Source: an optimization exercise on an open RTL-to-GDS flow (aim: small area, a short achievable clock period and few clock cycles). Production flows keep margins and buffers that such runs may drop.
In this exercise RTL edits were held to simulation tests only and were not proved equivalent to the original.
Power is estimated from default activity; no workload was simulated.

Design muldiv_unit, start of the top module:
module muldiv_unit #(
  parameter int WIDTH      = 32,
  parameter int MUL_CYCLES = 5
) (
  input  logic             clk,
  input  logic             reset,
  input  logic [WIDTH-1:0] A,
  input  logic [WIDTH-1:0] B,
  input  logic [3:0]       MULOp,
  input  logic             start,
  output logic             busy,
  output logic [WIDTH-1:0] HI,
  output logic [WIDTH-1:0] LO
);
  localparam logic [3:0] OP_MULT  = 4'd1;
  localparam logic [3:0] OP_MULTU = 4'd2;
  localparam logic [3:0] OP_DIV   = 4'd3;
  localparam logic [3:0] OP_DIVU  = 4'd4;
  localparam logic [3:0] OP_MTHI  = 4'd5;
  localparam logic [3:0] OP_MTLO  = 4'd6;
  localparam logic [3:0] OP_MADD  = 4'd7;
  localparam logic [3:0] OP_MADDU = 4'd8;
  localparam logic [3:0] OP_MSUB  = 4'd9;
  localparam logic [3:0] OP_MSUBU = 4'd10;
  localparam int CW = 43;       
  localparam int FW = 35;       
  logic        busy_q;
  logic        f_mul, f_fin, f_prep, f_norm, f_div, f_corr, f_negr, f_negq;
  logic        dlast_q;   
  logic [4:0]  cnt_q;
  logic        sg_q;      
  logic        uns_q;     
  logic        acc_q;     
  logic        sub_q;     
  logic        an_q;      
  logic        first_q;   
  logic        bz_q;      
  logic [5:0]  clz_q;     
  logic [4:0]  msb_q;     
  logic [3:0]  bs1_q, bs2_q, bng_q;    
  logic        s_en_q;    
  logic        ssh_q;     
  logic        fhi_q;     
  logic        fm_q;      
  logic        eh_q;      
  logic        el_q;      
  logic        finv_q;    
  logic [1:0]  cy_q;      
  logic [31:0] hi_q;
  ...
==> flow/config.mk <==
export PLATFORM = sky130hd
export DESIGN_NAME = muldiv_unit
export DESIGN_NICKNAME = muldiv_unit
export VERILOG_FILES = /design/flow/design.v
export SDC_FILE = /design/flow/constraint.sdc
export NUM_CORES = 4
export LEC_CHECK = 0
export ABC_AREA = 1
export CAP_MARGIN = 20
export CORE_MARGIN = 2
export CORE_UTILIZATION = 40
export SLEW_MARGIN = 20
==> flow/constraint.sdc <==
create_clock -name core_clock -period 13.5 [get_ports {clk}]
set_input_delay 2.7000 -clock core_clock [delete_from_list [all_inputs] [get_ports {clk}]]
set_output_delay 2.7000 -clock core_clock [all_outputs]
set_load 0.01 [all_outputs]
standard.sh (not shown) runs the stock make flow with config.mk's settings and CLKGATE_MAP_FILE= SYNTH_SCRIPT=/design/flow/synth_recipe.tcl, a recipe that flattens the netlist after the stock synthesis.
==> flow/flow/run.sh <==
#!/bin/bash
# Layout flow: the standard ORFS flow (standard synthesis, floorplan, placement,
# CTS, routing) at the design's clock period and constraints, with
#  - a larger setup margin for ORFS's repair_timing passes, so that timing repair keeps
#    sizing and buffering the longest paths instead of stopping at the 13.5 ns clock;
#  - every port still buffered, with a plain buffer cell instead of a delay cell.
set -euo pipefail
bash standard.sh SETUP_SLACK_MARGIN=9.3 MATCH_CELL_FOOTPRINT=0 \
  "BUFFER_PORTS_ARGS=-buffer_cell sky130_fd_sc_hd__buf_1" finish > flow_make.log 2>&1
The baseline completed with no timing, DRC or antenna violations.
Testbench counts at the start, summed over its fixed seeds: cycles 13,972.
Change:
--- a/flow/flow/run.sh
+++ b/flow/flow/run.sh
@@ -7,3 +7,3 @@
 set -euo pipefail
-bash standard.sh SETUP_SLACK_MARGIN=9.3 MATCH_CELL_FOOTPRINT=0 \
+bash standard.sh SETUP_SLACK_MARGIN=9 MATCH_CELL_FOOTPRINT=0 \
   "BUFFER_PORTS_ARGS=-buffer_cell sky130_fd_sc_hd__buf_1" finish > flow_make.log 2>&1
What happened: Design area drops by 3.4%. Worst setup slack gets worse by 93 ps. Final cell count fell by 1.1%.

== run 1 ==
Another version of the RTL of muldiv_unit (not shown whole).
Size in the first run: about 2900 cells after synthesis, ~210 flip-flops, roughly 140 I/O pins, roughly 0.024 mm² of cells after synthesis.
export LEC_CHECK = 0
export CAP_MARGIN = 20
export CORE_MARGIN = 2
export CORE_UTILIZATION = 40
export SLEW_MARGIN = 20
create_clock -name core_clock -period 13.5 [get_ports {clk}]
==> flow/flow/run.sh <==
#!/bin/bash
# Layout flow: the standard ORFS flow (standard synthesis, floorplan, placement,
# CTS, routing) at the design's clock period and constraints, with
#  - a larger setup margin for ORFS's repair_timing passes, so that timing repair keeps
#    sizing and buffering the longest paths instead of stopping at the 13.5 ns clock;
#  - every port still buffered, with a plain buffer cell instead of a delay cell.
set -euo pipefail
bash standard.sh SETUP_SLACK_MARGIN=8.75 \
  "BUFFER_PORTS_ARGS=-buffer_cell sky130_fd_sc_hd__buf_1" finish > flow_make.log 2>&1
Run 1 completed end to end with timing, DRC and antenna clean.
Testbench counts of run 1, summed over its fixed seeds: cycles 13,972.
diff inputs: run 1 => run 2
-- flow/flow/run.sh --
<<< run 1, line 7
set -euo pipefail
bash standard.sh SETUP_SLACK_MARGIN=8.75 \
  "BUFFER_PORTS_ARGS=-buffer_cell sky130_fd_sc_hd__buf_1" finish > flow_make.log 2>&1
>>> run 2, line 7
set -euo pipefail
bash standard.sh SETUP_SLACK_MARGIN=9 \
  "BUFFER_PORTS_ARGS=-buffer_cell sky130_fd_sc_hd__buf_1" finish > flow_make.log 2>&1
[summary]
- Run 2: final-layout fill cell count is 23 lower than what run 1 reported.
- Run 2 against run 1: post-layout instance count excluding filler cells held steady, sequential cell area share went down by 0.25 points, part of the power in combinational logic saw an increase.
- The lower number of cells traversed by the worst hold path came out of run 2.
- Going from run 1 to run 2, ratio of cells with drive above 1 in the final layout increased 2.0 points, routing usage on met1 decreased 1.7 points.
- | maximum single-stage delay on the critical path | run 2 vs run 1 | 110 ps lower |
- [run 2] global-route usage fell 1.2 points relative to run 1
- Run 2 ended with less post-route minimum period than run 1.
The following lists how run 3 was set up differently from run 2:
-- flow/flow/run.sh --
<<< run 2, line 7
set -euo pipefail
bash standard.sh SETUP_SLACK_MARGIN=9 \
  "BUFFER_PORTS_ARGS=-buffer_cell sky130_fd_sc_hd__buf_1" finish > flow_make.log 2>&1
>>> run 3, line 7
set -euo pipefail
bash standard.sh SETUP_SLACK_MARGIN=9 MATCH_CELL_FOOTPRINT=0 \
  "BUFFER_PORTS_ARGS=-buffer_cell sky130_fd_sc_hd__buf_1" finish > flow_make.log 2>&1
==> comparison <==
- Run 3 finished every stage and its layout cleared the timing, design-rule and antenna checks.
- | average wire per cell in the routed design | run 3 vs run 2 | ≈ equal |
- Diff run 3..run 2 | die area | unchanged
- Looking at first-iteration DRC count, run 3 sits above run 2.
- Across both runs, arrival time of data at the critical path endpoint was lower for run 3 than for run 2.
- Sequential share of layout area delta (run 2 -> run 3): insignificant
- Wire length essentially unchanged between run 2 and run 3.
- Looking at power across both flows, run 3 is the weaker of the two, with run 2 ahead.
- Status: cell area after layout parity (run 2, run 3)
- On core occupancy in the finished layout, run 3 and run 2 are neck and neck.
- When run 3 is measured against run 2, its portion of the clock cycle consumed by the worst path in the final layout turns out 0.45 points lower.

## what the ideal ports hide
No port has a modelled driver above. Below, the same layouts with a new extraction and two added sets of constraints. Step 1: set_driving_cell puts a clkbuf_16 on clk and a buf_2 on each other input, an assumption about the parent block. Step 2 times the ports against the registers' clock, not the clock port: input delays grow and output delays shrink by t, the midpoint of the rising clock arrivals with the driver on. a / b / c = no drivers / after step 1 / after step 2; a / b = the first two.
| run | shift t [ns] | slack for setup (ns) | cell pins on the clock port's net |
|---|---|---|---|
| the first run of note 1 | 0.649 | 9.211 / 9.211 / 8.664 | 1 |
| the second run of note 1 | 0.635 | 9.118 / 9.118 / 8.527 | 1 |
| run 1 | 0.661 | 8.875 / 8.875 / 8.264 | 1 |
| run 2 | 0.649 | 8.937 / 8.937 / 8.370 | 1 |
| run 3 | 0.649 | 8.998 / 9.035 / 8.385 | 1 |
After both steps setup and hold are still met in every run listed. For run 3, which loses most, drivers alone change the setup slack by +0.037 ns; drivers and shift together by -0.613 ns.
